Background: an optimization exercise with open tools, aiming at small area and a short achievable clock period. Do not read the settings as production practice. Where RTL was checked, it was by simulation tests only, not by an equivalence proof against the original. Power figures rest on the tool's default switching activity, not on a simulated workload.

// csv_record_parse_and_hash
module csv_record_parse_and_hash #(
  parameter int NUM_BUCKETS = crph_pkg::NUM_BUCKETS_DEF
) (
  input  logic         clk,
  input  logic         rst_n,
  input  logic         in_tvalid,
  output logic         in_tready,
  input  logic [7:0]   in_tdata,    
  input  logic         in_tlast,    
  output logic         out_tvalid,
  input  logic         out_tready,
  output logic [103:0] out_tdata,   
  output logic [1:0]   out_tuser    
);
  localparam logic [2:0] S_START      = 3'd0;
  localparam logic [2:0] S_RANK       = 3'd1;
  localparam logic [2:0] S_OPEN_CITY  = 3'd2;
  localparam logic [2:0] S_CITY       = 3'd3;
  localparam logic [2:0] S_AFTER_CITY = 3'd4;
  localparam logic [2:0] S_POP_OPEN   = 3'd5;
  localparam logic [2:0] S_POP        = 3'd6;
  localparam logic [2:0] S_SKIP       = 3'd7;
  logic        skid_v;           
  logic [7:0]  skid_b;
  logic        skid_l;
  logic        out_v;            
  logic        out_acc;          
  logic        out_err;          
  logic        out_gp;           
  logic        out_gc;           
  logic        out_gx;           
  logic [19:0] q_rank;           
  logic        q_rsat;           
  logic [31:0] q_pop;
  logic        q_psat;           
  logic [2:0]  state;
  logic [19:0] rank;             
  logic        rank_sat;
  logic [15:0] acc_lo;
  logic [15:0] acc_hi;
  logic [3:0]  acc_c;            
  logic        acc_hp;           
  logic        acc_sat;          
  logic [9:0]  len;
  logic [8:0]  len_idx;          
  logic [8:0]  sum;
  logic [8:0]  px;               
  ...
Size in the first run: about 13000 sq um of cells after synthesis.
==> flow/config.mk <==
export PLATFORM = sky130hd
export DESIGN_NAME = csv_record_parse_and_hash
export DESIGN_NICKNAME = csv_record_parse_and_hash
export VERILOG_FILES = /design/flow/design.v
export SDC_FILE = /design/flow/constraint.sdc
export NUM_CORES = 4
export LEC_CHECK = 0
export ABC_AREA = 1
export CAP_MARGIN = 20
export CORE_MARGIN = 2
export CORE_UTILIZATION = 60
export CTS_BUF_LIST = sky130_fd_sc_hd__clkbuf_4 sky130_fd_sc_hd__clkbuf_8
export PLACE_DENSITY = 0.75
export SETUP_SLACK_MARGIN = 2.6
export SLEW_MARGIN = 20
export TNS_END_PERCENT = 10
==> flow/constraint.sdc <==
create_clock -name core_clock -period 5.5 [get_ports {clk}]
set_input_delay 1.1000 -clock core_clock [delete_from_list [all_inputs] [get_ports {clk}]]
set_output_delay 1.1000 -clock core_clock [all_outputs]
set_load 0.01 [all_outputs]
standard.sh (not shown) runs the stock make flow with config.mk's settings and CLKGATE_MAP_FILE= SYNTH_SCRIPT=/design/flow/synth_recipe.tcl, a recipe that flattens the netlist after the stock synthesis.
==> flow/flow/run.sh <==
#!/bin/bash
# The standard layout (standard.sh), with the port buffers made of the smallest
# plain buffer instead of the resizer's default choice. Every input and output
# port still gets its own buffer.
set -euo pipefail
export BUFFER_PORTS_ARGS="-buffer_cell sky130_fd_sc_hd__buf_1"
bash standard.sh > standard_flow.log 2>&1
The first run went through all stages and came out clean.
Then changed:
--- a/flow/design.v
+++ b/flow/design.v
@@ -68,13 +68,12 @@
   logic [15:0] acc_lo;
   logic [15:0] acc_hi;
   logic [3:0]  acc_c;            
   logic        acc_hp;           
   logic        acc_sat;          
   logic [9:0]  len;
-  logic [8:0]  len_idx;          
   logic [8:0]  sum;
   logic [8:0]  px;               
   logic        cb_r;             
   logic        p2_r;             
   logic        p3_r;             
   logic        cpend;            
@@ -409,18 +408,17 @@
       q_pop   <= {hi_eff, acc_lo};
       q_psat  <= sat_eff;
     end
   end
   logic [5:0] len_m800;           
   logic [6:0] len_m400;           
+  logic [8:0] len_idx;
   assign len_m800 = {1'b0, len[9:5]} - 6'd25;
   assign len_m400 = {1'b0, len[9:4]} - 7'd25;
-  always_ff @(posedge clk) begin
-    len_idx <= !len_m800[5] ? {len_m800[3:0], len[4:0]} :
-               !len_m400[6] ? {len_m400[4:0], len[3:0]} : len[8:0];
-  end
+  assign len_idx  = !len_m800[5] ? {len_m800[3:0], len[4:0]} :
+                    !len_m400[6] ? {len_m400[4:0], len[3:0]} : len[8:0];
   logic [8:0] prod_idx;
   assign prod_idx = {px[4:0], px[8:5]};
   logic out_city;
   assign out_city = !out_acc && !out_err;
   assign in_tready  = !skid_v;
   assign out_tvalid = out_v;
Effect: Total power drops by 6.2%; count of clock-buffer cells in the layout goes down by 2; clock skew barely changes; global-route usage stays flat; die area goes down by 2.4%; register-to-register slack loses 0.03 ns; critical path depth goes up by 6; via count shrinks by 1.9%; core utilization rose by 0.48 points; final area is lower by 2.4%; combinational power shrinks by 8.3%.


## main
Another version of the RTL of csv_record_parse_and_hash (not shown whole).
Size in the first run: roughly 160 flip-flops, ~13000 µm² of cells after synthesis.
// csv_record_parse_and_hash
module csv_record_parse_and_hash #(
  parameter int NUM_BUCKETS = crph_pkg::NUM_BUCKETS_DEF
) (
  input  logic         clk,
  input  logic         rst_n,
  input  logic         in_tvalid,
  output logic         in_tready,
  input  logic [7:0]   in_tdata,    
  input  logic         in_tlast,    
  output logic         out_tvalid,
  input  logic         out_tready,
  output logic [103:0] out_tdata,   
  output logic [1:0]   out_tuser    
);
==> flow/config.mk <==
export PLATFORM = sky130hd
export DESIGN_NAME = csv_record_parse_and_hash
export DESIGN_NICKNAME = csv_record_parse_and_hash
export VERILOG_FILES = /design/flow/design.v
export SDC_FILE = /design/flow/constraint.sdc
export NUM_CORES = 4
export LEC_CHECK = 0
export ABC_AREA = 1
export CAP_MARGIN = 20
export CORE_MARGIN = 2
export CORE_UTILIZATION = 60
export CTS_BUF_LIST = sky130_fd_sc_hd__clkbuf_4 sky130_fd_sc_hd__clkbuf_8
export PLACE_DENSITY = 0.75
export SETUP_SLACK_MARGIN = 2.4
export SLEW_MARGIN = 20
export TNS_END_PERCENT = 10
==> flow/constraint.sdc <==
create_clock -name core_clock -period 5.5 [get_ports {clk}]
set_input_delay 1.1000 -clock core_clock [delete_from_list [all_inputs] [get_ports {clk}]]
set_output_delay 1.1000 -clock core_clock [all_outputs]
set_load 0.01 [all_outputs]
Scripts as last shown in full above: flow/flow/run.sh
Here is what was changed in the inputs of the feature branch compared with main.
--- a/flow/design.v
+++ b/flow/design.v
@@ -195,26 +195,26 @@
   assign c_t25 = {1'b0, c_t} - 7'd25;
   assign c_t50 = {1'b0, c_t} - 7'd50;
   assign c25   = !c_t50[6] ? c_t50[4:0] : !c_t25[6] ? c_t25[4:0] : c_t[4:0];
   logic [3:0] a16, b16, p_r16;
   logic [4:0] a25, b25;
   logic [5:0] sq_s, sq_d;
   logic [4:0] sq_fs, sq_fd, r16_h;
   logic [6:0] k_t;
   logic [6:0] k_t25, k_t50;
   logic [4:0] k;
   assign a16   = px[8:5];
   assign a25   = px[4:0];
-  assign b16   = acc_hi[8:5];
-  assign b25   = acc_hi[4:0];
+  assign b16   = acc_lo[8:5];
+  assign b25   = acc_lo[4:0];
   assign sq_s  = 6'(a25) + 6'(b25);
   assign sq_d  = 6'(a25) - 6'(b25);
   assign p_r16 = 4'(a16 * b16);
   assign sq_fs[0] = (sq_s[0] && !sq_s[1] && !sq_s[2] && !sq_s[3]) ||
       (sq_s[1] && !sq_s[2] && sq_s[3] && sq_s[4]) ||
       (sq_s[0] && sq_s[2] && !sq_s[3] && sq_s[4]) ||
       (!sq_s[0] && sq_s[1] && sq_s[2] && sq_s[5]) ||
       (!sq_s[1] && sq_s[2] && sq_s[3] && !sq_s[4] && !sq_s[5]) ||
       (!sq_s[0] && !sq_s[1] && !sq_s[2] && sq_s[3] && !sq_s[5]) ||
       (sq_s[4] && sq_s[5]) ||
       (sq_s[0] && !sq_s[1] && !sq_s[3] && sq_s[5]) ||
       (sq_s[0] && !sq_s[1] && sq_s[2] && sq_s[4]) ||
@@ -329,71 +329,70 @@
       (p_r16[0] && p_r16[1] && p_r16[3]) ||
       (!p_r16[0] && !p_r16[1] && p_r16[3]) ||
       (p_r16[0] && !p_r16[1] && p_r16[2] && !p_r16[3]) ||
       (!p_r16[0] && p_r16[1] && !p_r16[2] && !p_r16[3]);
   assign r16_h[3] = (p_r16[0] && !p_r16[2] && !p_r16[3]) ||
       (!p_r16[1] && !p_r16[2] && p_r16[3]) ||
       (!p_r16[0] && !p_r16[2] && p_r16[3]) ||
       (p_r16[0] && p_r16[1] && p_r16[2] && p_r16[3]);
   assign r16_h[4] = (!p_r16[0] && p_r16[1] && !p_r16[3]) ||
       (p_r16[0] && !p_r16[2] && p_r16[3]) ||
       (!p_r16[0] && p_r16[2] && !p_r16[3]) ||
       (p_r16[0] && !p_r16[1] && p_r16[3]);
-  assign k_t   = 7'(acc_hi[10:6]) - 7'(acc_hi[5:0]);
+  assign k_t   = 7'(acc_lo[9:5]) - 7'(acc_lo[4:0]) - 7'(acc_lo[14:10]);
   assign k_t25 = k_t + 7'd25;
   assign k_t50 = k_t + 7'd50;
   assign k     = !k_t[6] ? k_t[4:0] : !k_t25[6] ? k_t25[4:0] : k_t50[4:0];
   always_ff @(posedge clk) begin
     acc_hp <= acc_step && !acc_clr;
     if (acc_step && !acc_clr) begin
       acc_lo <= lo_mul[15:0];
       acc_c  <= lo_mul[19:16];
     end else if (acc_clr) begin
       acc_lo <= '0;
+    end else if (acc_aux && p2_r) begin
+      acc_lo[14:0] <= {r16_h, sq_fs, sq_fd};
+    end else if (acc_aux && cb_r && !cpend && len == 10'd1) begin
+      acc_lo[8:0] <= {cbyte[3:0], c25};
     end
     if (acc_clr) begin
       acc_hi  <= '0;
       acc_sat <= 1'b0;
     end else begin
       acc_hi  <= hi_eff;
       acc_sat <= sat_eff;
-      if (acc_aux && p2_r) begin
-        acc_hi[10:0] <= {sq_fs, 6'(sq_fd) + 6'(r16_h)};
-      end else if (acc_aux && cb_r && !cpend && len == 10'd1) begin
-        acc_hi[8:0] <= {cbyte[3:0], c25};
-      end
     end
     if (state == S_RANK) begin
       rank     <= {hi_eff[3:0], acc_lo};
       rank_sat <= sat_eff || (acc_hp ? (acc_hi >= 16'd2 || (acc_hi == 16'd1 && acc_c >= 4'd6))
                                      : acc_hi >= 16'd16);
     end
   end
   logic [9:0] sum_add;
   logic [6:0] sum_sub;           
-  assign sum_add = 10'(sum) + 10'(cbyte);
+  assign sum_add = 10'(cpend ? 9'd0 : sum) + 10'(cbyte);
   assign sum_sub = {1'b0, sum_add[9:4]} - 7'd25;
   always_ff @(posedge clk) begin
     cb_r <= commit && state == S_CITY && !is_quote;
     p2_r <= cb_r && !cpend && len == 10'd1;
     p3_r <= p2_r;
     if (commit && state == S_OPEN_CITY) begin
       cpend <= 1'b1;
     end else if (cb_r) begin
       cpend <= 1'b0;
     end
     if (cb_r) begin
       if (cpend) len <= 10'd1;
       else if (len != crph_pkg::LEN_MAX) len <= len + 10'd1;
-      sum <= cpend ? 9'(cbyte) : sum_sub[6] ? sum_add[8:0] : {sum_sub[4:0], sum_add[3:0]};
+      sum <= sum_sub[6] ? sum_add[8:0] : {sum_sub[4:0], sum_add[3:0]};
     end
     if (cb_r && cpend) begin
       px <= {cbyte[3:0], c25};
     end else if (p2_r) begin
       px[8:5] <= p_r16;
     end else if (p3_r) begin
       px[4:0] <= k;
     end
   end
   always_ff @(posedge clk) begin
     skid_b <= b;
     skid_l <= last;
Findings:
- For the sequential group share of total power, the feature branch came in 20 points lower than main did.
- Max combinational power across the feature branch and main: the feature branch
- STATUS via count: the feature branch wins against main
- The feature branch ends up with a synthesized cell count that is about 0.47% lower than in main.
- Post-route worst hold slack: the feature branch vs main up 0.011 ns
- | average size of a mapped cell | the feature branch vs main | 0.35% lower |
- Taking main as the reference point, the buffers plus inverters on the worst setup path of the feature branch falls by 1.
- main leaves less setup margin than the feature branch.
- Re number of sequential cells: no difference whatsoever between main and the feature branch.
No run of this note included a check of the RTL's function; only the layout flow was run.

[re-timing with driven ports]
The flow's constraints put no driver on any port. The routed layouts listed below were extracted and timed again, unchanged, in two steps. Step 1 sets driving cells, clkbuf_16 on the clock port and buf_2 on the other inputs (assumed; they add their load-dependent delay and slew). Step 2 adds t to the input delays and takes it off the output delays; t is the mean of the earliest and latest rising clock arrival at the registers after step 1. Input paths then give back, and output paths get back, about the clock's delay inside the block. Three values: ideal ports, drivers, drivers and shift; two values: the first two.
run	shift t [ns]	setup WS [ns]	hold slack, ns	worst setup path after step 2	latest minus earliest clock arrival (ns)
the first run of note 1	0.526	2.510 / 2.468 / 2.141	0.353 / 0.353 / 0.353	input to register	0.017 / 0.018
the second run of note 1	0.516	2.349 / 2.309 / 2.218	0.361 / 0.361 / 0.361	input to register	0.017 / 0.017
main	0.514	2.005 / 2.005 / 1.897	0.361 / 0.361 / 0.361	input to register	0.024 / 0.023
the feature branch	0.506	2.310 / 2.310 / 2.078	0.372 / 0.372 / 0.372	input to register	0.027 / 0.027
After both steps every run listed still meets setup and hold. The setup slack of the first run of note 1, which loses most, moves by -0.042 ns with the drivers and by -0.369 ns with both steps.
